Context: an optimization exercise on an open-source flow, tuned for a short achievable clock period and few clock cycles. The choices shown serve that exercise and are no tape-out recipe. The RTL was checked by simulation tests, not by an equivalence proof against the original design. Power is estimated from default activity; no workload was simulated.

===== design/flow/config.mk =====
export PLATFORM = sky130hd
export DESIGN_NAME = multicycle_mips_cpu
export DESIGN_NICKNAME = multicycle_mips_cpu
export VERILOG_FILES = /design/flow/design.v
export SDC_FILE = /design/flow/constraint.sdc
export NUM_CORES = 4
export LEC_CHECK = 0
export CAP_MARGIN = 20
export CORE_MARGIN = 2
export CORE_UTILIZATION = 45
export PLACE_DENSITY = 0.65
export SETUP_SLACK_MARGIN = 5
export SLEW_MARGIN = 20
export TNS_END_PERCENT = 20

===== design/flow/design.v =====
module multicycle_mips_cpu #(
    parameter logic [31:0] RESET_PC = 32'h0000_0000,
    parameter int          NREG_AW  = 5
) (
    input  logic        Clk,
    input  logic        Reset,
    output logic [31:0] MemAddr,
    output logic [31:0] MemWData,
    output logic        MemRd,
    output logic        MemWr,
    input  logic [31:0] MemRData,
    input  logic        MemReady,
    output logic [31:0] PC,
    output logic        Halt
);
    localparam int NREG = 1 << NREG_AW;
    localparam logic [5:0] OP_RTYPE = 6'h00;
    localparam logic [5:0] OP_J     = 6'h02;
    localparam logic [5:0] OP_BEQ   = 6'h04;
    localparam logic [5:0] OP_ADDI  = 6'h08;
    localparam logic [5:0] OP_LW    = 6'h23;
    localparam logic [5:0] OP_SW    = 6'h2B;
    localparam logic [5:0] FN_ADD = 6'h20;
    localparam logic [5:0] FN_SUB = 6'h22;
    localparam logic [5:0] FN_AND = 6'h24;
    localparam logic [5:0] FN_OR  = 6'h25;
    localparam logic [5:0] FN_SLT = 6'h2A;
    localparam logic [31:0] SYSCALL = 32'h0000_000C;
    logic        rd_q, wr_q;             
    logic [31:0] addr_q, wdata_q;        
    logic        fetch_q;                
    logic        mem_q;                  
    logic        ld_q;                   
    logic [NREG_AW-1:0] ld_dst_q;
    logic        halt_q;
    logic [31:0] pc_q;                   
    logic [31:0] pc2_q;                  
    logic [31:0] pc3_q;                  
    logic        d_valid_q;
    logic [31:0] d_ir_q, d_pc4_q, d_tgt_q;
    logic        d_pt_q;                 
    logic [NREG-1:0] d_rsoh_q, d_rtoh_q;  
    logic [5:0]  d_bix_q;                
    logic [1:0]  d_ctr_q;                
    localparam int NBHT = 64;
    logic [1:0]  bht_q [NBHT];           
    logic        x_valid_q;
    logic        x_wr_q;                 
    logic        x_add_q, x_sub_q, x_and_q, x_or_q, x_slt_q;
    logic        x_lw_q, x_sw_q, x_beq_q, x_sys_q;
    logic [NREG_AW-1:0] x_dst_q;
    logic [31:0] x_b_q, x_tgt_q;          
    logic        x_pt_q;
    logic [5:0]  x_bix_q;
    logic [1:0]  x_ctr_q;
    logic        u_we_q;
    logic [5:0]  u_bix_q;
    logic [1:0]  u_ctr_q;
    logic [31:0] x_ga_q, x_ta_q, x_gs_q, x_ts_q;
    logic [31:0] x_a2_q, x_o2_q;         
    logic [NREG-1:0] w_we_q;            
    logic        w_valid_q;              
    logic [NREG_AW-1:0] w_dst_q;
    logic [31:0] w_res_q;
    logic [31:0] rf_q [NREG];
    assign MemAddr  = addr_q;
    assign MemWData = wdata_q;
    assign MemRd    = rd_q;
    assign MemWr    = wr_q;
    assign PC       = pc_q;
    assign Halt     = halt_q;
    logic stall;
    assign stall = (rd_q | wr_q) & ~MemReady;
    function automatic logic [31:0] carries(input logic [31:0] g, input logic [31:0] p,
                                            input logic cin);
        logic [31:0] gg, pp, gn, pn;
        gg    = g;
        pp    = p;
        gg[0] = g[0] | (p[0] & cin);
        for (int l = 1; l < 32; l = l * 2) begin
            for (int i = 0; i < 32; i++) begin
                if (i >= l) begin
                    gn[i] = gg[i] | (pp[i] & gg[i-l]);
                    pn[i] = pp[i] & pp[i-l];
                end else begin
                    gn[i] = gg[i];
                    pn[i] = pp[i];
                end
            end
            gg = gn;
            pp = pn;
        end
        carries = {gg[30:0], cin};
    endfunction
    function automatic logic [29:0] carries30(input logic [29:0] g, input logic [29:0] p);
        logic [31:0] c;
        c = carries({2'b00, g}, {2'b00, p}, 1'b1);
        carries30 = c[29:0];
    endfunction
    logic [31:0] c_add, c_sub, sum, diff, alu_res;
    logic        slt, x_go, x_taken, x_halt, x_mem;
    logic [31:0] p_add, p_sub;
    assign p_add = x_a2_q ^ x_o2_q;
    assign p_sub = ~p_add;
    assign c_add = carries(x_ga_q, x_ta_q, 1'b0);
    assign c_sub = carries(x_gs_q, x_ts_q, 1'b1);
    assign sum   = p_add ^ c_add;
    assign diff  = p_sub ^ c_sub;
    assign slt   = p_add[31] ? x_gs_q[31] : ~c_sub[31];
    assign alu_res = ({32{x_add_q}} & sum)
                   | ({32{x_sub_q}} & diff)
                   | ({32{x_and_q}} & x_ga_q)
                   | ({32{x_or_q}}  & x_ta_q)
                   | {31'd0, x_slt_q & slt};
    assign x_go    = x_valid_q & ~mem_q & ~halt_q;
    logic x_eq;
    assign x_eq    = x_ta_q == x_ga_q;
    assign x_taken = x_go & x_beq_q & (x_eq != x_pt_q);
    assign x_halt  = x_valid_q & x_sys_q & ~halt_q;
    assign x_mem   = x_go & (x_lw_q | x_sw_q);
    logic [5:0]  f_op;
    logic [31:0] f_imm, f_pc4, f_tgt;
    logic        f_go, f_j, f_bt, f_pt;
    logic [1:0]  f_ctr;
    assign f_ctr = bht_q[pc_q[7:2]];
    assign f_op  = MemRData[31:26];
    assign f_imm = {{16{MemRData[15]}}, MemRData[15:0]};
    assign f_pc4 = pc3_q + 32'd4;
    logic [29:0] t_g, t_p, t_c;
    assign t_g   = pc_q[31:2] & f_imm[29:0];
    assign t_p   = pc2_q[31:2] ^ f_imm[29:0];
    assign t_c   = carries30(t_g, t_p);
    assign f_tgt = {t_p ^ t_c, 2'b00};
    assign f_j   = f_op == OP_J;
    assign f_bt  = (f_op == OP_BEQ) && (MemRData[25:21] == MemRData[20:16]) &&
                   (MemRData[15:0] != 16'd0);
    assign f_pt  = (f_op == OP_BEQ) && (MemRData[25:21] != MemRData[20:16]) &&
                   (MemRData[15:0] != 16'd0) && f_ctr[1];
    logic [5:0]  d_op, d_fn;
    logic [NREG_AW-1:0] d_rs, d_rt, d_rd;
    logic [31:0] d_imm, d_a, d_b, d_op2;
    logic        d_go, d_lu, d_sys, d_halt, d_rtype_ok, adv;
    assign d_op  = d_ir_q[31:26];
    assign d_fn  = d_ir_q[5:0];
    assign d_rs  = NREG_AW'(d_ir_q[25:21]);
    assign d_rt  = NREG_AW'(d_ir_q[20:16]);
    assign d_rd  = NREG_AW'(d_ir_q[15:11]);
    assign d_imm = {{16{d_ir_q[15]}}, d_ir_q[15:0]};
    assign d_rtype_ok = (d_fn == FN_ADD) || (d_fn == FN_SUB) || (d_fn == FN_AND) ||
                        (d_fn == FN_OR) || (d_fn == FN_SLT);
    assign adv    = ~mem_q & ~halt_q;
    assign d_lu   = x_valid_q & x_lw_q & (x_dst_q != '0) & ((x_dst_q == d_rs) | (x_dst_q == d_rt));
    assign d_go   = d_valid_q & adv & ~x_taken & ~d_lu;
    assign d_sys  = d_ir_q == SYSCALL;
    assign d_halt = d_go & d_sys & ~x_mem;
    logic [31:0] d_rfa, d_rfb;
    always_comb begin
        d_rfa = 32'd0;
        d_rfb = 32'd0;
        for (int i = 1; i < NREG; i++) begin
            d_rfa = d_rfa | ({32{d_rsoh_q[i]}} & rf_q[i]);
            d_rfb = d_rfb | ({32{d_rtoh_q[i]}} & rf_q[i]);
        end
    end
    assign d_a   = (x_valid_q && x_wr_q && x_dst_q == d_rs) ? alu_res :
                   (w_valid_q && w_dst_q == d_rs) ? w_res_q : d_rfa;
    assign d_b   = (x_valid_q && x_wr_q && x_dst_q == d_rt) ? alu_res :
                   (w_valid_q && w_dst_q == d_rt) ? w_res_q : d_rfb;
    assign d_op2 = (d_op == OP_RTYPE || d_op == OP_BEQ) ? d_b : d_imm;
    assign f_go  = fetch_q & ~x_taken & ~x_halt & ~d_halt &
                   ~(d_valid_q & d_lu);
    logic [31:0] pc_d, pc_nt, addr_d;
    logic        take_tgt;
    logic        halt_d, mem_d, fetch_d, d_valid_d, x_valid_d, x_sys_d;
    always_comb begin
        pc_nt = pc_q;
        if (x_halt)                  pc_nt = x_tgt_q;
        else if (x_taken)            pc_nt = x_tgt_q;
        else if (d_halt)             pc_nt = d_pc4_q;
        else if (f_go) begin
            if (f_j)                 pc_nt = {f_pc4[31:28], MemRData[25:0], 2'b00};
            else                     pc_nt = f_pc4;
        end
    end
    assign take_tgt = ~x_halt & ~x_taken & ~d_halt & f_go & ~f_j & (f_bt | f_pt);
    assign pc_d     = take_tgt ? f_tgt : pc_nt;
    assign addr_d   = ({32{x_mem}} & sum) | ({32{~x_mem & take_tgt}} & f_tgt) |
                      ({32{~x_mem & ~take_tgt}} & pc_nt);
    assign halt_d = halt_q | x_halt | d_halt;
    assign mem_d  = x_mem;
    assign x_valid_d = adv ? (d_go & ~d_halt & ~x_halt) : x_valid_q;
    assign x_sys_d   = adv ? d_sys : x_sys_q;
    assign d_valid_d = !adv ? d_valid_q :
                       (x_taken | x_halt | d_halt) ? 1'b0 :
                       (d_valid_q & d_lu) ? 1'b1 :
                       (f_go & ~f_j & ~f_bt);
    assign fetch_d   = ~halt_d & ~mem_d & ~(x_valid_d & x_sys_d);
    always_ff @(posedge Clk or negedge Reset) begin
        if (!Reset) begin
            rd_q      <= 1'b0;
            wr_q      <= 1'b0;
            fetch_q   <= 1'b0;
            mem_q     <= 1'b0;
            ld_q      <= 1'b0;
            halt_q    <= 1'b0;
            pc_q      <= RESET_PC;
            addr_q    <= RESET_PC;
            d_valid_q <= 1'b0;
            x_valid_q <= 1'b0;
            x_sys_q   <= 1'b0;
            w_we_q    <= '0;
            w_valid_q <= 1'b0;
            w_dst_q   <= '0;
        end else if (!stall) begin
            pc_q      <= pc_d;
            halt_q    <= halt_d;
            mem_q     <= mem_d;
            fetch_q   <= fetch_d;
            d_valid_q <= d_valid_d;
            x_valid_q <= x_valid_d;
            x_sys_q   <= x_sys_d;
            begin
                rd_q   <= x_mem ? x_lw_q : fetch_d;
                wr_q   <= x_mem & x_sw_q;
                addr_q <= addr_d;
                if (x_mem) ld_q <= x_lw_q && (x_dst_q != '0);
                for (int i = 1; i < NREG; i++)
                    w_we_q[i] <= mem_q ? (ld_q && ld_dst_q == NREG_AW'(i))
                                       : (x_go && x_wr_q && x_dst_q == NREG_AW'(i));
                w_valid_q <= mem_q ? ld_q : (x_go && x_wr_q);
                w_dst_q   <= mem_q ? ld_dst_q : x_dst_q;
            end
        end
    end
    always_ff @(posedge Clk) begin
        if (!stall) begin
            w_res_q <= mem_q ? MemRData : alu_res;
            pc2_q   <= pc_d;
        end
        pc3_q <= stall ? pc_q : pc_d;
        if (!stall) begin
            if (x_mem) begin
                wdata_q  <= x_b_q;
                ld_dst_q <= x_dst_q;
            end
            if (adv && !(d_valid_q && d_lu)) begin
                d_ir_q  <= MemRData;
                d_pc4_q <= f_pc4;
                d_tgt_q <= f_tgt;
                d_pt_q  <= f_pt;
                for (int i = 0; i < NREG; i++) begin
                    d_rsoh_q[i] <= MemRData[25:21] == NREG_AW'(i);
                    d_rtoh_q[i] <= MemRData[20:16] == NREG_AW'(i);
                end
                d_bix_q <= pc_q[7:2];
                d_ctr_q <= f_ctr;
            end
            if (adv) begin
                x_b_q    <= d_b;
                x_ga_q   <= d_a & d_op2;
                x_ta_q   <= d_a | d_op2;
                x_gs_q   <= d_a & ~d_op2;
                x_ts_q   <= d_a | ~d_op2;
                x_a2_q   <= d_a;
                x_o2_q   <= d_op2;
                x_wr_q   <= ((d_op == OP_RTYPE && d_rtype_ok && d_rd != '0) ||
                             (d_op == OP_ADDI && d_rt != '0));
                x_add_q  <= (d_op == OP_RTYPE) ? (d_fn == FN_ADD) : 1'b1;
                x_sub_q  <= (d_op == OP_RTYPE) && (d_fn == FN_SUB);
                x_and_q  <= (d_op == OP_RTYPE) && (d_fn == FN_AND);
                x_or_q   <= (d_op == OP_RTYPE) && (d_fn == FN_OR);
                x_slt_q  <= (d_op == OP_RTYPE) && (d_fn == FN_SLT);
                x_lw_q   <= d_op == OP_LW;
                x_sw_q   <= d_op == OP_SW;
                x_beq_q  <= (d_op == OP_BEQ) && (d_rs != d_rt) && (d_ir_q[15:0] != 16'd0);
                x_dst_q  <= (d_op == OP_RTYPE) ? d_rd : d_rt;
                x_tgt_q  <= (d_sys || d_pt_q) ? d_pc4_q : d_tgt_q;
                x_pt_q   <= d_pt_q;
                x_bix_q  <= d_bix_q;
                x_ctr_q  <= d_ctr_q;
            end
        end
    end
    always_ff @(posedge Clk or negedge Reset) begin
        if (!Reset) begin
            for (int i = 0; i < NBHT; i++) bht_q[i] <= 2'd1;
            u_we_q  <= 1'b0;
            u_bix_q <= '0;
            u_ctr_q <= 2'd0;
        end else if (!stall) begin
            u_we_q  <= x_go && x_beq_q;
            u_bix_q <= x_bix_q;
            u_ctr_q <= x_eq ? ((x_ctr_q == 2'd3) ? 2'd3 : x_ctr_q + 2'd1)
                            : ((x_ctr_q == 2'd0) ? 2'd0 : x_ctr_q - 2'd1);
            if (u_we_q) bht_q[u_bix_q] <= u_ctr_q;
        end
    end
    always_ff @(posedge Clk or negedge Reset) begin
        if (!Reset) begin
            for (int i = 0; i < NREG; i++) rf_q[i] <= 32'd0;
        end else begin
            for (int i = 1; i < NREG; i++)
                if (w_we_q[i]) rf_q[i] <= w_res_q;
        end
    end
endmodule

===== design/flow/run.sh =====
#!/bin/bash
# synth_recipe.tcl (not shown) runs the flow's synth.tcl, then flattens the netlist and writes it again
# the make line also repeats each setting of config.mk as NAME=value (left out here)
make -C /OpenROAD-flow-scripts/flow DESIGN_CONFIG=/design/flow/config.mk WORK_HOME=/design/flow/orfs CLKGATE_MAP_FILE= SYNTH_SCRIPT=/design/flow/synth_recipe.tcl finish

===== design/flow/constraint.sdc =====
create_clock -name core_clock -period 8.0 [get_ports {Clk}]
set_input_delay 1.6000 -clock core_clock [delete_from_list [all_inputs] [get_ports {Clk}]]
set_output_delay 1.6000 -clock core_clock [all_outputs]
set_load 0.01 [all_outputs]

==> flow_metrics.tcl, run 1 <==
set metrics [dict create \
    power.internal_w 0.02809 \
    synth.cell_area_um2 88330 \
    final_common_cell "mux2_2" \
    numCtsBuffers 185 \
    synth-seq-area-share 0.5434 \
    grt_pass1_vias 72010 \
    start_kind "flip-flop" \
    seqCellArea_um2 48070 \
    ant_nets 0 \
    critPathCaptureType "flip-flop" \
    ys_seq_elements 1813 \
    clk_pin_slew_ns 0.06 \
    dr.pass1.iters 14 \
    status "complete, no violations" \
    dp_hpwl_um 226200 \
    critPathMaxStageDelay_ns 0.61 \
    power.leakage_nw 39.86 \
    die_area_um2 199900 \
    row_count 162 \
    synth_cells 7304 \
    drive_above_1_share 0.3511 \
    synth_flop_cell "dfrtp_1" \
    multi_input_area_um2 41030 \
    clock_sinks 1813 \
    fp.coreArea_um2 195000 \
    routedWlPerCell_um 38.77 \
    p_seq_frac 0.375 \
    crit_buf_inv 3 \
    areaGrowthSynthToFinish_pct 20.75 \
    design_area_um2 106700 \
    cts_max_level 4 \
    cts_tree "yes" \
    place_congestion 0.9597 \
    fin_cells 10400 \
    wirelength_um 403100 \
    drv_slew 0 \
    p_comb_frac 0.437 \
    hold_slack_ns 0.4038 \
    dp.cells 9652 \
    final_hold_viol_count 0 \
    period_minus_slack_ns 3.703 \
    clk_latency_ns 0.88 \
    grt_start_max_net_pins 177 \
    crit_chain "or4_4 -> or3_4 -> or3_4 -> or3_4 -> or3_4 -> buf_12 -> buf_12 -> buf_6 -> a211oi_4 -> a211oi_4 -> o31ai_4" \
    fin_crit_sh 0.4629 \
    portBuffers 133 \
    tightest_slew_ns 1.396 \
    yosys_warnings 3 \
    powerDensity_nw_per_um2 463.6 \
    antenna_found_initial 46 \
    path_common_cell "or3_4" \
    grt_pass1_wl_um 551700 \
    utilization 0.5470 \
    tns_ns 0 \
    synth_edf_count 542 \
    clockPowerShare 0.187 \
    overflow 0 \
    p_sw_frac 0.4320 \
    fillers 16140 \
    vias 76530 \
    setup_violations 0 \
    cp.arrival_ns 4.45 \
    cp_data_required_time_ns 8.75 \
    maxCapViolCount 0 \
    grt_use_total 0.3896 \
    die_w_um 447.1 \
    final_cell_mix "mux2_2 (1,177), dfrtp_1 (1,118), edfxtp_1 (542)" \
    syn-num-nets 7341 \
    critPathSlowestCell "or4_4" \
    io_pins 134 \
    root_buffer "clkbuf_16" \
    drc 0 \
    switchingPower_w 0.02136 \
    fin_nets 7622 \
    clock.fmax_mhz 270.0 \
    cts_buffer_depth 3 \
    async_reset_ff_frac 0.6834 \
    die_height_um 447.1 \
    avgSynthCellArea_um2 12.09 \
    holdBufCountCts 0 \
    path_class "flip-flop to flip-flop" \
    yosysUniqueCellTypes 100 \
    drt_iter0_markers 15090 \
    rsz0062_at_grt "yes" \
    critical_path.top_delay_family "simple AND/OR/NAND/NOR gates" \
    routed_via_density 7.361 \
    skew_ns 0.05931 \
    floorplan.initialDensity 0.4530 \
    dpl-instance-area_um2 92350 \
    critPathMaxFanout 8 \
    hold_class "flip-flop to flip-flop" \
    irDropWorstVdd_uv 337.4 \
    relSlewSlack 0.06215 \
]
## synth_stat cells (all sizes together), types with 50 or more instances
library cell,number,area (um2)
and3,50,314.1
mux2i,81,823.3
and2,53,331.6
dfrtp,1175,29400
xnor2,117,1025
a22oi,386,2898
edfxtp,542,16280
a22o,294,2575
xor2,107,937.2
dfstp,64,1682
a21oi,127,635.6
inv,127,476.7
a211oi,56,510.5
a221oi,307,2689
nand4,161,1007
nand2,344,1294
nor2,315,1182
nand2b,74,462.9
o211ai,69,518.0
clkbuf,555,2093
a222oi,78,780.8
o21ai,163,815.8
nand3,145,725.7
mux2,1186,13360
buf,63,335.3
nor3,137,690.7
## layout make-up
type,count,area share
Sequential cell,1813,0.4507
Multi-Input combinational cell,4755,0.3847
Timing Repair Buffer,702,0.06808
Clock buffer,273,0.05173
Tap cell,2624,0.03078
Clock inverter,75,0.008434
Inverter,127,0.004927
Antenna cell,26,0.0006100
Timing Repair inverter,1,0.00008211
## flip-flops by register name, indices dropped and copies added, names as in the netlist, 30 cells and up
signal and count:
addr_q 32, bht_q 128, d_ir_q 32, d_pc4_q 32, d_rsoh_q 31, d_rtoh_q 31
d_tgt_q 30, pc2_q 30, pc3_q 32, pc_q 32, rf_q 992, w_res_q 32
w_we_q 31, wdata_q 32, x_a2_q 32, x_b_q 32, x_ga_q 32, x_gs_q 32
x_o2_q 32, x_ta_q 32, x_tgt_q 32, x_ts_q 31
## final timing paths
kind | from | end | slack (ns) | cells past startpoint
min in group asynchronous | Reset | rf_q[12][9] | 0.73 | 1
worst max-delay path | d_ir_q[31] | pc_q[11] | 4.30 | 11
worst max register to register | d_ir_q[31] | pc_q[11] | 4.30 | 11
max in group asynchronous | Reset | rf_q[21][30] | 5.33 | 3
worst min-delay path | x_b_q[22] | wdata_q[22] | 0.40 | 0
worst min register to register | x_b_q[22] | wdata_q[22] | 0.40 | 0
## kinds of logic after synthesis
kind of cell	Yosys count	share of synthesized area
AOI/OAI and AO/OA	1787	0.1576
xor gates and xnor gates	224	0.02221
adders and majority gates	3	0.0003966
buffers and inverters	747	0.03309
DFF	1813	0.5434
muxes	1267	0.1605
and+or+nand+nor	1463	0.08275
## power groups by stage
stage	Combinational (W)	Sequential (W)	Clock, W
final	0.0216	0.0186	0.00926
after global routing	0.0218	0.0188	0.00962
after CTS	0.0193	0.0182	0.00923
after detailed placement	0.0171	0.0185	0
after global placement	0.0168	0.0184	0
after floorplan	0.0114	0.0164	0
## layer usage
metal / wire length (um) / vias up / global-route usage
met5: 466 / - / 0.006105
met4: 35500 / 38 / 0.2525
met3: 68510 / 2252 / 0.1855
met2: 157700 / 7430 / 0.5221
met1: 141000 / 38130 / 0.4973
li1: - / 28680 / -
## repair_timing
| item | CTS | global route |
|---|---|---|
| gates cloned | 28 | 4 |
| buffers inserted | 198 | 134 |
| endpoints found under the setup margin | 1165 | 886 |
| pin swaps | 123 | 128 |
| gates resized for setup | 620 | 376 |
## through the flow
stage	total power (W)	setup slack (ns)
floorplan	0.02777	1.470
global placement	0.03525	2.163
detailed placement	0.03561	2.232
CTS	0.04679	4.440
global route	0.05021	4.289
finish	0.04945	4.297
Testbench counts, summed over its fixed seeds: cycles 41,933.
==> inputs of run 2 (changes only) <==
--- a/design/flow/design.v
+++ b/design/flow/design.v
@@ -138,7 +138,7 @@
                    (MemRData[15:0] != 16'd0) && f_ctr[1];
     logic [5:0]  d_op, d_fn;
     logic [NREG_AW-1:0] d_rs, d_rt, d_rd;
-    logic [31:0] d_imm, d_a, d_b, d_op2;
+    logic [31:0] d_imm;
     logic        d_go, d_lu, d_sys, d_halt, d_rtype_ok, adv;
     assign d_op  = d_ir_q[31:26];
     assign d_fn  = d_ir_q[5:0];
@@ -162,11 +162,28 @@
             d_rfb = d_rfb | ({32{d_rtoh_q[i]}} & rf_q[i]);
         end
     end
-    assign d_a   = (x_valid_q && x_wr_q && x_dst_q == d_rs) ? alu_res :
-                   (w_valid_q && w_dst_q == d_rs) ? w_res_q : d_rfa;
-    assign d_b   = (x_valid_q && x_wr_q && x_dst_q == d_rt) ? alu_res :
-                   (w_valid_q && w_dst_q == d_rt) ? w_res_q : d_rfb;
-    assign d_op2 = (d_op == OP_RTYPE || d_op == OP_BEQ) ? d_b : d_imm;
+    logic [31:0] a_nb, b_nb, o_nb;
+    logic        byp_a, byp_b, byp_o;
+    assign a_nb  = (w_valid_q && w_dst_q == d_rs) ? w_res_q : d_rfa;
+    assign b_nb  = (w_valid_q && w_dst_q == d_rt) ? w_res_q : d_rfb;
+    assign o_nb  = (d_op == OP_RTYPE || d_op == OP_BEQ) ? b_nb : d_imm;
+    assign byp_a = x_valid_q && x_wr_q && x_dst_q == d_rs;
+    assign byp_b = x_valid_q && x_wr_q && x_dst_q == d_rt;
+    assign byp_o = byp_b && (d_op == OP_RTYPE || d_op == OP_BEQ);
+    logic [31:0] m_aa, m_a, m_o, m_n, d_ga, d_ta, d_gs, d_ts, d_a, d_b, d_op2;
+    assign m_aa  = {32{byp_a & byp_o}};
+    assign m_a   = {32{byp_a & ~byp_o}};
+    assign m_o   = {32{~byp_a & byp_o}};
+    assign m_n   = {32{~byp_a & ~byp_o}};
+    assign d_ga  = (alu_res & (m_aa | (m_a & o_nb) | (m_o & a_nb))) | (m_n & a_nb & o_nb);
+    assign d_ta  = (alu_res & (m_aa | m_a | m_o)) | (m_a & o_nb) | (m_o & a_nb) |
+                   (m_n & (a_nb | o_nb));
+    assign d_gs  = (alu_res & m_a & ~o_nb) | (~alu_res & m_o & a_nb) | (m_n & a_nb & ~o_nb);
+    assign d_ts  = m_aa | (alu_res & m_a) | (~alu_res & m_o) |
+                   (m_a & ~o_nb) | (m_o & a_nb) | (m_n & (a_nb | ~o_nb));
+    assign d_a   = byp_a ? alu_res : a_nb;
+    assign d_b   = byp_b ? alu_res : b_nb;
+    assign d_op2 = byp_o ? alu_res : o_nb;
     assign f_go  = fetch_q & ~x_taken & ~x_halt & ~d_halt &
                    ~(d_valid_q & d_lu);
     logic [31:0] pc_d, pc_nt, addr_d;
@@ -257,10 +274,10 @@
             end
             if (adv) begin
                 x_b_q    <= d_b;
-                x_ga_q   <= d_a & d_op2;
-                x_ta_q   <= d_a | d_op2;
-                x_gs_q   <= d_a & ~d_op2;
-                x_ts_q   <= d_a | ~d_op2;
+                x_ga_q   <= d_ga;
+                x_ta_q   <= d_ta;
+                x_gs_q   <= d_gs;
+                x_ts_q   <= d_ts;
                 x_a2_q   <= d_a;
                 x_o2_q   <= d_op2;
                 x_wr_q   <= ((d_op == OP_RTYPE && d_rtype_ok && d_rd != '0) ||
==> design/flow/flow/run.sh (new file) <==
#!/bin/bash
# The standard layout, with the input and output ports buffered by buf_4
# cells (ORFS's buffer_ports otherwise picks a delay buffer for them).
set -euo pipefail
export BUFFER_PORTS_ARGS="-buffer_cell sky130_fd_sc_hd__buf_4"
bash standard.sh > standard.log 2>&1
==> design/flow/standard.sh (new file) <==
#!/bin/bash
# synth_recipe.tcl (not shown) runs the flow's synth.tcl, then flattens the netlist and writes it again
# the make line also repeats each setting of config.mk as NAME=value (left out here)
make -C /OpenROAD-flow-scripts/flow DESIGN_CONFIG=/design/flow/config.mk WORK_HOME=/design/flow/orfs CLKGATE_MAP_FILE= SYNTH_SCRIPT=/design/flow/synth_recipe.tcl "${@:-finish}"
removed: design/flow/run.sh
==> run 2 against run 1 <==
Compared with the run above: still clean on timing, DRC and antenna; via count is 3.3% higher; wire length is 1.3% higher; clock skew down 0.0013 ns; combinational power is essentially flat; clock-buffer cell count grew 4; sequential share of layout area is 0.77 points lower.
==> flow_metrics.tcl, run 2 <==
set metrics [dict create \
    regMostFlops "rf_q" \
    status "complete, no violations" \
    critPathSlowestCell "o32a_1" \
    die_area_um2 203100 \
    rsz0062_at_grt "yes" \
    synth_top_area_frac 0.3275 \
    avgSynthCellArea_um2 11.75 \
    yosys.area_share.xor_xnor 0.02205 \
    multi_input_area_um2 43400 \
    hold_end "wdata_q[17]" \
    critPathMaxStageDelay_ns 0.37 \
    fin_nets 7966 \
    cts_max_level 4 \
    grt_pass1_vias 74630 \
    grt_start_max_net_pins 185 \
    synth-seq-area-share 0.5346 \
    antenna_found_initial 40 \
    synthMuxAreaShare 0.1574 \
    areaGrowthSynthToFinish_pct 20.84 \
    rrSetupSlack_ns 4.49 \
    synth_flop_cell "dfrtp_1" \
    fillers 16290 \
    tightest_slew_ns 1.222 \
    synth_fa_ha_area_frac 0.0003902 \
    synth_area_leaders "dfrtp_1 (33%), edfxtp_1 (18%), mux2_2 (15%)" \
    ys_top_cells_by_count "mux2_2 (1,182), dfrtp_1 (1,175), clkbuf_1 (574)" \
    power.internal_w 0.02786 \
    skew_ns 0.05799 \
    cp_data_required_time_ns 8.62 \
    holdPathStages 0 \
    numCtsBuffers 189 \
    path_class "primary input to flip-flop" \
    ant_nets 0 \
    overflow 0 \
    reg.largest.list "rf_q (992), bht_q (128)" \
    io_pins 134 \
    synth_edf_count 542 \
    yosys_warnings 3 \
    fin_crit_sh 0.4425 \
    synth_top_family_by_area "compound AO/OA/AOI/OAI gates" \
    yosysTopAreaCell "dfrtp_1" \
    yosysMostFrequentCell "mux2_2" \
    die_w_um 450.7 \
    grt_pass1_wl_um 560800 \
    final_hold_viol_count 0 \
    rr_startpoint "x_ga_q[8]" \
    place_congestion 0.9895 \
    critPathCaptureType "flip-flop" \
    syn-num-nets 7681 \
    synth_cells 7644 \
    drive_above_1_share 0.3608 \
    vias 79080 \
    yosysUniqueCellTypes 109 \
    p_seq_frac 0.374 \
    drt_iter0_markers 16240 \
    portBuffers 133 \
    cts_buffer_depth 3 \
    path_common_cell "a21oi_4" \
    clk_pin_slew_ns 0.06 \
    synth.cell_area_um2 89780 \
    regToRegEndpoint "w_res_q[17]" \
    routed_via_density 7.355 \
    drv_slew 0 \
    synth_compound_area_frac 0.1689 \
    cp.arrival_ns 4.16 \
    dp_hpwl_um 227000 \
    cts_tree "yes" \
    fp.coreArea_um2 197800 \
    critPathMaxFanout 8 \
    hp-start "x_b_q[17]" \
    largest_reg_flops 992 \
    clk_latency_ns 0.88 \
    die_height_um 450.7 \
    root_buffer "clkbuf_16" \
    wirelength_um 408300 \
    period_minus_slack_ns 3.540 \
    dr.pass1.iters 27 \
    critical_path.top_delay_family "compound AO/OA/AOI/OAI gates" \
    p_sw_frac 0.4301 \
    final_cell_mix "mux2_2 (1,165), dfrtp_1 (1,135), edfxtp_1 (542)" \
    hold_class "flip-flop to flip-flop" \
    ys_seq_elements 1813 \
    hold_slack_ns 0.4181 \
    async_reset_ff_frac 0.6834 \
    clockPowerShare 0.184 \
    design_area_um2 108500 \
    drc 0 \
    yosys.area_share.simple 0.08356 \
    powerDensity_nw_per_um2 450.6 \
    seqCellArea_um2 48060 \
    maxCapViolCount 0 \
    irDropWorstVdd_uv 376.5 \
    relSlewSlack 0.1853 \
    crit_buf_inv 2 \
    crit_chain "buf_6 -> xor2_1 -> ha_2 -> a21oi_4 -> o311ai_4 -> nand3_2 -> a21oi_4 -> nor3_4 -> o32a_1 -> o31a_1 -> xnor2_2 -> a21oi_2 -> inv_1" \
    switchingPower_w 0.02103 \
    final_common_cell "mux2_2" \
    clock_sinks 1813 \
    start_kind "primary input" \
    dpl-instance-area_um2 93510 \
    p_comb_frac 0.443 \
    rr_worst_depth 12 \
    setup_violations 0 \
    floorplan.initialDensity 0.4538 \
    clock.fmax_mhz 282.5 \
    row_count 163 \
    routedWlPerCell_um 37.98 \
    power.leakage_nw 41.14 \
    grt_use_total 0.3841 \
]
## run 2: cell types whose count changed after synthesis, sizes merged, moves of 20 or more
cell	change
nand2b	-41
o21ai	+65
and3	-28
a21oi	+166
o31ai	-20
nor3	+21
a22oi	+29
a211oi	-26
nor2	+110
nand2	+41
## run 2: worst register-to-register path: stages (launching register included)
cell	delay (ns)
edfxtp_1	0.44
buf_4	0.14
o21a_1	0.15
o21ai_2	0.09
or4_4	0.45
o22a_4	0.26
o21ai_4	0.20
buf_4	0.14
a21oi_2	0.08
xnor2_4	0.43
a221o_1	0.30
nor2_1	0.06
a21oi_1	0.50
## run 2: through the flow
| stage | power, W | TNS (ns) | cells | util | setup slack (ns) |
|---|---|---|---|---|---|
| 4_1_cts | 0.04619 | 0 | 10610 | 0.5343 | 4.575 |
| 6_report | 0.04889 | 0 | 10750 | 0.5484 | 4.460 |
| 2_1_floorplan | 0.02772 | -0.4499 | 7644 | - | -0.002727 |
| 3_5_place_dp | 0.03507 | 0 | 9981 | 0.4727 | 2.408 |
| 5_1_grt | 0.04980 | 0 | 10730 | 0.5482 | 4.404 |
| 3_3_place_gp | 0.03467 | 0 | 9981 | 0.4727 | 2.548 |
## run 2: worst max path at each step
| stage | from | end | slack (ns) | cells after the start |
|---|---|---|---|---|
| after floorplan | MemReady | d_bix_q[0] | -0.003 | 6 |
| after global placement | MemRData[30] | pc_q[30] | 2.55 | 9 |
| after detailed placement | MemRData[30] | pc_q[30] | 2.41 | 9 |
| after CTS | MemRData[0] | pc2_q[31] | 4.58 | 13 |
| after global routing | MemRData[1] | pc2_q[26] | 4.40 | 13 |
| final | MemRData[1] | pc2_q[26] | 4.46 | 13 |
## run 2: metal layers
layer / share of wire / wire, um / GRT usage / vias up
met4: 0.083 / 33990 / 0.2478 / 34
li1: - / - / - / 30020
met3: 0.17 / 71140 / 0.1861 / 2213
met2: 0.40 / 161700 / 0.5191 / 7744
met1: 0.35 / 141300 / 0.4856 / 39070
met5: 0.00068 / 277 / 0.0007102 / -
## run 2: layout make-up
class                   count  share of cell area
flip-flops and latches   1813              0.4430
multi-input cells        5073              0.4000
repair buffers            735             0.06487
clock buffers             277             0.05020
well taps                2640             0.03045
clock inverters            76            0.006562
inverters                 117            0.004440
diodes                     21           0.0004844
## run 2: cells by family after synthesis
kind of cell,count (synthesis)
adder cells (fa/ha/maj),3
flip-flops,1813
buffers and inverters,772
AND/OR/NAND/NOR,1546
AO/OA/AOI/OAI,2020
multiplexers,1264
XOR/XNOR,226
## run 2: power groups by stage
stage	Clock [W]	Combinational, W	Sequential (W)
2_1_floorplan	0	0.0113	0.0164
3_3_place_gp	0	0.0166	0.0181
3_5_place_dp	0	0.0168	0.0182
4_1_cts	0.00896	0.0193	0.0179
5_1_grt	0.00935	0.0220	0.0185
6_report	0.00898	0.0216	0.0183
## run 2: timing repair
action	4_1_cts	5_1_grt
gates resized for setup	704	345
hold buffers	0	0
buffers inserted	256	112
pin swaps	180	130
gates cloned	20	6
setup endpoints to repair	1028	990
Testbench counts of run 2, summed over its fixed seeds: cycles 41,933.
==> inputs of run 3 (changes only) <==
--- a/design/flow/config.mk
+++ b/design/flow/config.mk
@@ -11,4 +11,4 @@
 export PLACE_DENSITY = 0.65
 export SETUP_SLACK_MARGIN = 5
 export SLEW_MARGIN = 20
-export TNS_END_PERCENT = 20
+export TNS_END_PERCENT = 5
==> run 3 against run 2 <==
Compared with the run above: cell count decreased by 1.1%; wire length decreased by 1.1%; register-to-register slack got worse by 0.06 ns; clock-buffer cell count unchanged; flip-flop and latch count unchanged; via count decreased by 1.7%; clock skew increased by 0.0015 ns; critical path depth decreased by 3; critical path type is now flip-flop to flip-flop; highest routed layer unchanged.
==> flow_metrics.tcl, run 3 <==
set metrics [dict create \
    final_common_cell "mux2_2" \
    synth_compound_area_frac 0.1689 \
    synth-seq-area-share 0.5346 \
    maxCapViolCount 0 \
    grt_use_met2 0.5168 \
    fin_crit_sh 0.4458 \
    dr.pass1.iters 13 \
    start_kind "flip-flop" \
    io_pins 134 \
    async_reset_ff_frac 0.6834 \
    cts_buffer_depth 3 \
    setup_violations 0 \
    powerDensity_nw_per_um2 449.7 \
    fin_nets 7860 \
    cts_max_level 4 \
    antenna_found_initial 38 \
    fin_cells 10640 \
    yosys_warnings 3 \
    clock.fmax_mhz 280.4 \
    dp_hpwl_um 227000 \
    floorplan.initialDensity 0.4538 \
    ys_seq_elements 1813 \
    numCtsBuffers 189 \
    synth.cell_area_um2 89780 \
    yosysTopAreaCell "dfrtp_1" \
    relSlewSlack 0.1781 \
    wirelength_um 403900 \
    holdBufCountCts 0 \
    reg.largest.list "rf_q (992), bht_q (128)" \
    synth_fa_ha_area_frac 0.0003902 \
    yosysUniqueCellTypes 109 \
    synth_cells 7644 \
    cp.arrival_ns 4.17 \
    grt_pass1_wl_um 556500 \
    rsz0062_at_grt "yes" \
    cts_tree "yes" \
    die_area_um2 203100 \
    routed_via_density 7.306 \
    avgSynthCellArea_um2 11.75 \
    syn-num-nets 7681 \
    period_minus_slack_ns 3.567 \
    largest_reg_flops 992 \
    grt_start_max_net_pins 185 \
    crit_start "x_ta_q[9]" \
    busiest_layer "met2" \
    final_hold_viol_count 0 \
    place_congestion 0.9895 \
    final_cell_mix "mux2_2 (1,178), dfrtp_1 (1,135), edfxtp_1 (542)" \
    drv_slew 0 \
    drive_above_1_share 0.3309 \
    clock_sinks 1813 \
    yosys.area_share.simple 0.08356 \
    overflow 0 \
    clk_pin_slew_ns 0.06 \
    ant_nets 0 \
    fp.coreArea_um2 197800 \
    vias 77730 \
    cp_data_required_time_ns 8.61 \
    critPathCaptureType "flip-flop" \
    synthMuxAreaShare 0.1574 \
    die_height_um 450.7 \
    ys_top_cells_by_count "mux2_2 (1,182), dfrtp_1 (1,175), clkbuf_1 (574)" \
    drt_iter0_markers 15570 \
    grt_use_met1 0.4855 \
    grt_use_total 0.3815 \
    root_buffer "clkbuf_16" \
    row_count 163 \
    status "complete, no violations" \
    skew_ns 0.05944 \
    hold_class "flip-flop to flip-flop" \
    die_w_um 450.7 \
    grt_pass1_vias 73580 \
    tightest_slew_ns 1.233 \
    synth_flop_cell "dfrtp_1" \
    critPathMaxFanout 5 \
    utilization 0.5358 \
    path_class "flip-flop to flip-flop" \
    clk_latency_ns 0.88 \
    synth_top_area_frac 0.3275 \
    yosysMostFrequentCell "mux2_2" \
    fillers 16670 \
    yosys.area_share.xor_xnor 0.02205 \
    met3_usage 0.1819 \
    dp.cells 9981 \
    rr_startpoint "x_ta_q[9]" \
    irDropWorstVdd_uv 376.1 \
    synth_top_family_by_area "compound AO/OA/AOI/OAI gates" \
    portBuffers 133 \
    drc 0 \
    synth_area_leaders "dfrtp_1 (33%), edfxtp_1 (18%), mux2_2 (15%)" \
    synth_edf_count 542 \
    power.leakage_nw 40.05 \
    regMostFlops "rf_q" \
    areaGrowthSynthToFinish_pct 18.06 \
    routedWlPerCell_um 37.96 \
    hp-start "x_b_q[17]" \
]
run 3: cell count changes in the layout (fill, tap and decap cells not counted), sizes merged:
cell    previous run  this run
buf              726       622
diode             21        14
bufbuf             6         5
clkbuf           280       279
clkinv            52        51
inv              121       122
run 3: worst max-delay path: stages (launching register included):
cell and delay [ns]:
edfxtp_1 0.48, a211o_1 0.43, a221oi_4 0.22, buf_6 0.17
o22a_4 0.23, o21ai_4 0.08, a221o_2 0.48, xor2_4 0.24
a221o_2 0.47, mux2_2 0.29, or2_1 0.23
run 3: final timing paths:
check | endpoint | slack [ns] | cells past startpoint
min in group asynchronous | rf_q[31][0] | 0.79 | 1
worst max-delay path | x_ts_q[18] | 4.43 | 10
worst min register to register | wdata_q[17] | 0.42 | 0
max in group asynchronous | bht_q[11][0] | 5.45 | 3
worst max register to register | x_ts_q[18] | 4.43 | 10
worst min-delay path | wdata_q[17] | 0.42 | 0
run 3: metrics by stage:
step	total power [W]	cell area [um2]	hold slack [ns]	setup TNS (ns)	setup slack, ns
after floorplan	0.02772	89810	0.4003	-0.4499	-0.002727
after global placement	0.03467	93510	0.4014	0	2.548
after detailed placement	0.03507	93510	0.4045	0	2.408
after CTS	0.04540	103500	0.4178	0	4.569
after global routing	0.04860	106000	0.4247	0	4.446
final	0.04767	106000	0.4190	0	4.433
run 3: layout make-up:
cell class	count	area (um2)	share of cell area
Sequential cell	1813	48060	0.4534
Clock inverter	76	711.9	0.006717
Inverter	117	467.9	0.004415
Tap cell	2640	3303	0.03116
Clock buffer	277	5446	0.05138
Multi-Input combinational cell	5073	42080	0.3970
Timing Repair Buffer	629	5891	0.05557
Antenna cell	14	35.03	0.0003305
run 3: routing by layer:
layer / vias up / wire [um]
met5: - / 432
met4: 38 / 32050
met3: 1994 / 69660
met2: 7335 / 160400
met1: 38600 / 141300
li1: 29760 / -
run 3: report_power, final:
| part | switching, W | internal, W |
|---|---|---|
| sequential | 0.00420 | 0.0141 |
| clock | 0.00399 | 0.00499 |
| combinational | 0.0123 | 0.00809 |
| total | 0.0205 | 0.0271 |
run 3: cells by family (layout without fill, tap and decap cells):
family	after synthesis	after routing
buffers and inverters	772	1099
muxes	1264	1264
DFF	1813	1813
and+or+nand+nor	1546	1559
AOI/OAI and AO/OA	2020	2021
adders and majority gates	3	3
xor gates and xnor gates	226	226
other	0	14
run 3: repair_timing:
| item | 4_1_cts | 5_1_grt |
|---|---|---|
| cloned | 19 | 5 |
| setup buffers | 165 | 99 |
| pin swaps | 94 | 99 |
| endpoints found under the setup margin | 1028 | 1019 |
| resized for setup | 408 | 318 |
==> inputs of run 4 (changes only) <==
--- a/design/flow/config.mk
+++ b/design/flow/config.mk
@@ -7,8 +7,8 @@
 export LEC_CHECK = 0
 export CAP_MARGIN = 20
 export CORE_MARGIN = 2
-export CORE_UTILIZATION = 45
-export PLACE_DENSITY = 0.65
+export CORE_UTILIZATION = 40
+export PLACE_DENSITY = 0.6
 export SETUP_SLACK_MARGIN = 5
 export SLEW_MARGIN = 20
-export TNS_END_PERCENT = 5
+export TNS_END_PERCENT = 20
==> run 4 against run 3 <==
Compared with the run above: still clean; synthesized cell count unchanged; first-iteration DRC count grew 0.18%; wire length up 4.1%.
==> flow_metrics.tcl, run 4 <==
set metrics [dict create \
    cp.arrival_ns 4.21 \
    grt_pass1_wl_um 573500 \
    floorplan.initialDensity 0.4031 \
    synth_top_area_frac 0.3275 \
    cp_data_required_time_ns 8.63 \
    fillers 19250 \
    clock.fmax_mhz 279.4 \
    die_height_um 477.8 \
    fin_crit_sh 0.4473 \
    routedWlPerCell_um 37.96 \
    drt_iter0_markers 15600 \
    status "complete, no violations" \
    yosysTopAreaCell "dfrtp_1" \
    crit_chain "a211oi_4 -> o21ai_2 -> a221oi_4 -> o22a_4 -> o21ai_4 -> a221o_2 -> buf_4 -> a2111oi_4 -> o21ai_2 -> and2_4 -> o211ai_1" \
    wirelength_um 420600 \
    final_common_cell "mux2_2" \
    path_common_cell "o21ai_2" \
    fp.coreArea_um2 222700 \
    final_hold_viol_count 0 \
    tns_ns 0 \
    avgSynthCellArea_um2 11.75 \
    die_w_um 477.8 \
    fin_ws_ns 4.421 \
    rsz0062_at_grt "yes" \
    drive_above_1_share 0.3599 \
    row_count 173 \
    critPathSlowestCell "edfxtp_1" \
    critPathMaxStageDelay_ns 0.48 \
    routed_via_density 7.086 \
    dr.pass1.iters 14 \
    reg.largest.list "rf_q (992), bht_q (128)" \
    tightest_slew_ns 1.250 \
    synth-seq-area-share 0.5346 \
    place_congestion 0.9695 \
    irDropWorstVdd_uv 298.1 \
    portBuffers 133 \
    maxCapViolCount 0 \
    clockPowerShare 0.191 \
    hold_class "flip-flop to flip-flop" \
    yosysUniqueCellTypes 109 \
    ys_top_cells_by_count "mux2_2 (1,182), dfrtp_1 (1,175), clkbuf_1 (574)" \
    critPathMaxFanout 5 \
    synth_flop_cell "dfrtp_1" \
    yosysMostFrequentCell "mux2_2" \
    syn-num-nets 7681 \
    fin_nets 7974 \
    p_sw_frac 0.4286 \
    period_minus_slack_ns 3.579 \
    rr_startpoint "x_ta_q[1]" \
    grt_use_total 0.3511 \
    clk_pin_slew_ns 0.06 \
    ant_nets 0 \
    critPathCaptureType "flip-flop" \
    cts_buffer_depth 3 \
    total_power_w 0.04924 \
    switchingPower_w 0.02110 \
    yosys_warnings 3 \
    final_cell_mix "mux2_2 (1,164), dfrtp_1 (1,135), edfxtp_1 (542)" \
    crit_start "x_ta_q[1]" \
    utilization 0.4915 \
    synth.cell_area_um2 89780 \
    place_ws_ns 2.793 \
    drc 0 \
    grt_start_max_net_pins 176 \
    synth_edf_count 542 \
    clock_sinks 1813 \
    numCtsBuffers 191 \
    vias 78510 \
    grt_pass1_vias 73500 \
    cts_max_level 4 \
    design_area_um2 109500 \
    die_area_um2 228300 \
    critical_path.top_delay_family "compound AO/OA/AOI/OAI gates" \
    power.leakage_nw 41.47 \
    p_seq_frac 0.368 \
    dp_hpwl_um 236900 \
    root_buffer "clkbuf_16" \
    holdBufCountCts 0 \
    start_kind "flip-flop" \
    dpl-instance-area_um2 94110 \
    io_pins 134 \
    antenna_found_initial 22 \
    path_class "flip-flop to flip-flop" \
    clk_latency_ns 0.89 \
    hp-start "d_bix_q[5]" \
    drv_slew 0 \
    regMostFlops "rf_q" \
    cts_tree "yes" \
    p_comb_frac 0.441 \
    skew_ns 0.07757 \
    power.internal_w 0.02814 \
    synth_cells 7644 \
    synth_area_leaders "dfrtp_1 (33%), edfxtp_1 (18%), mux2_2 (15%)" \
    powerDensity_nw_per_um2 449.8 \
    setup_violations 0 \
    areaGrowthSynthToFinish_pct 21.94 \
    ys_seq_elements 1813 \
    largest_reg_flops 992 \
    crit_buf_inv 1 \
    overflow 0 \
    async_reset_ff_frac 0.6834 \
    relSlewSlack 0.1609 \
]
run 4: layer usage:
metal  up-vias  wire length, um  track usage
met2      7308           167900       0.4788
met4        24            30820       0.1955
li1      30030                -            -
met3      1847            68670       0.1532
met5         -              188            0
met1     39310           153100       0.4621
run 4: kinds of logic after synthesis:
group,count (synthesis),synth area share
buffers and inverters,772,0.03306
multiplexers,1264,0.1574
XOR/XNOR,226,0.02205
flip-flops,1813,0.5346
AND/OR/NAND/NOR,1546,0.08356
adder cells (fa/ha/maj),3,0.0003902
AO/OA/AOI/OAI,2020,0.1689
run 4: path summary, 6_finish.rpt:
path | endpoint | slack, ns | cells after the start
worst max register to register | x_ta_q[20] | 4.42 | 11
worst min-delay path | x_bix_q[5] | 0.42 | 0
worst min register to register | x_bix_q[5] | 0.42 | 0
worst max-delay path | x_ta_q[20] | 4.42 | 11
max in group asynchronous | rf_q[16][10] | 5.32 | 3
min in group asynchronous | rf_q[4][1] | 0.78 | 1
run 4: worst reg2reg max path: cells and delay by family, from the launching register on:
family / cells / cell delay [ns]
AOI/OAI and AO/OA: 9 / 2.44
DFF: 1 / 0.48
and+or+nand+nor: 1 / 0.24
buffers and inverters: 1 / 0.17
run 4: layout make-up:
cell class,instances,area (um2),share of cell area
Antenna cell,13,32.53,0.0002971
Clock buffer,271,5567,0.05085
Clock inverter,77,933.4,0.008526
Inverter,117,473.0,0.004320
Multi-Input combinational cell,5069,43050,0.3932
Sequential cell,1813,48060,0.4390
Tap cell,2975,3722,0.03400
Timing Repair Buffer,745,7642,0.06981
run 4: stage by stage:
stage | hold WS (ns) | std cells
global placement | 0.4013 | 10330
finish | 0.4181 | 11080
CTS | 0.4190 | 10910
global route | 0.4272 | 11070
detailed placement | 0.4045 | 10330
floorplan | 0.4003 | 7644
run 4: power groups by stage:
stage / Combinational [W] / Clock (W) / Sequential (W)
after floorplan: 0.0113 / 0 / 0.0164
after global placement: 0.0169 / 0 / 0.0181
after detailed placement: 0.0172 / 0 / 0.0182
after CTS: 0.0192 / 0.00942 / 0.0180
after global routing: 0.0220 / 0.00980 / 0.0184
final: 0.0217 / 0.00941 / 0.0181
run 4: repair_timing:
item                       4_1_cts  5_1_grt
setup buffers                  207      127
gates resized for setup        650      401
setup endpoints to repair     1047      967
pin swaps                      186      128
cloned                          26       16

static timing again, ports no longer ideal:
In the flow no input, the clock included, has a driving cell. The finished layouts below were timed again as built, in two steps. Step 1: set_driving_cell puts a clkbuf_16 on Clk and a buf_2 on each other input, an assumption about the parent block. Step 2 times the ports against the registers' clock, not the clock port: input delays grow and output delays shrink by t, the midpoint of the rising clock arrivals with the driver on. a / b / c = ideal / step 1 / step 2; a / b = the first two.
| run | shift t [ns] | setup WS [ns] | worst setup path at the end |
|---|---|---|---|
| run 1 | 0.944 | 4.297 / 4.289 / 3.465 | input to register |
| run 2 | 0.941 | 4.460 / 4.448 / 3.508 | input to register |
| run 3 | 0.947 | 4.433 / 4.433 / 3.555 | input to register |
| run 4 | 0.942 | 4.421 / 4.421 / 3.517 | input to register |
After both steps every run listed still meets setup and hold. For run 2, which loses most, drivers alone change the setup slack by -0.012 ns; drivers and shift together by -0.952 ns.
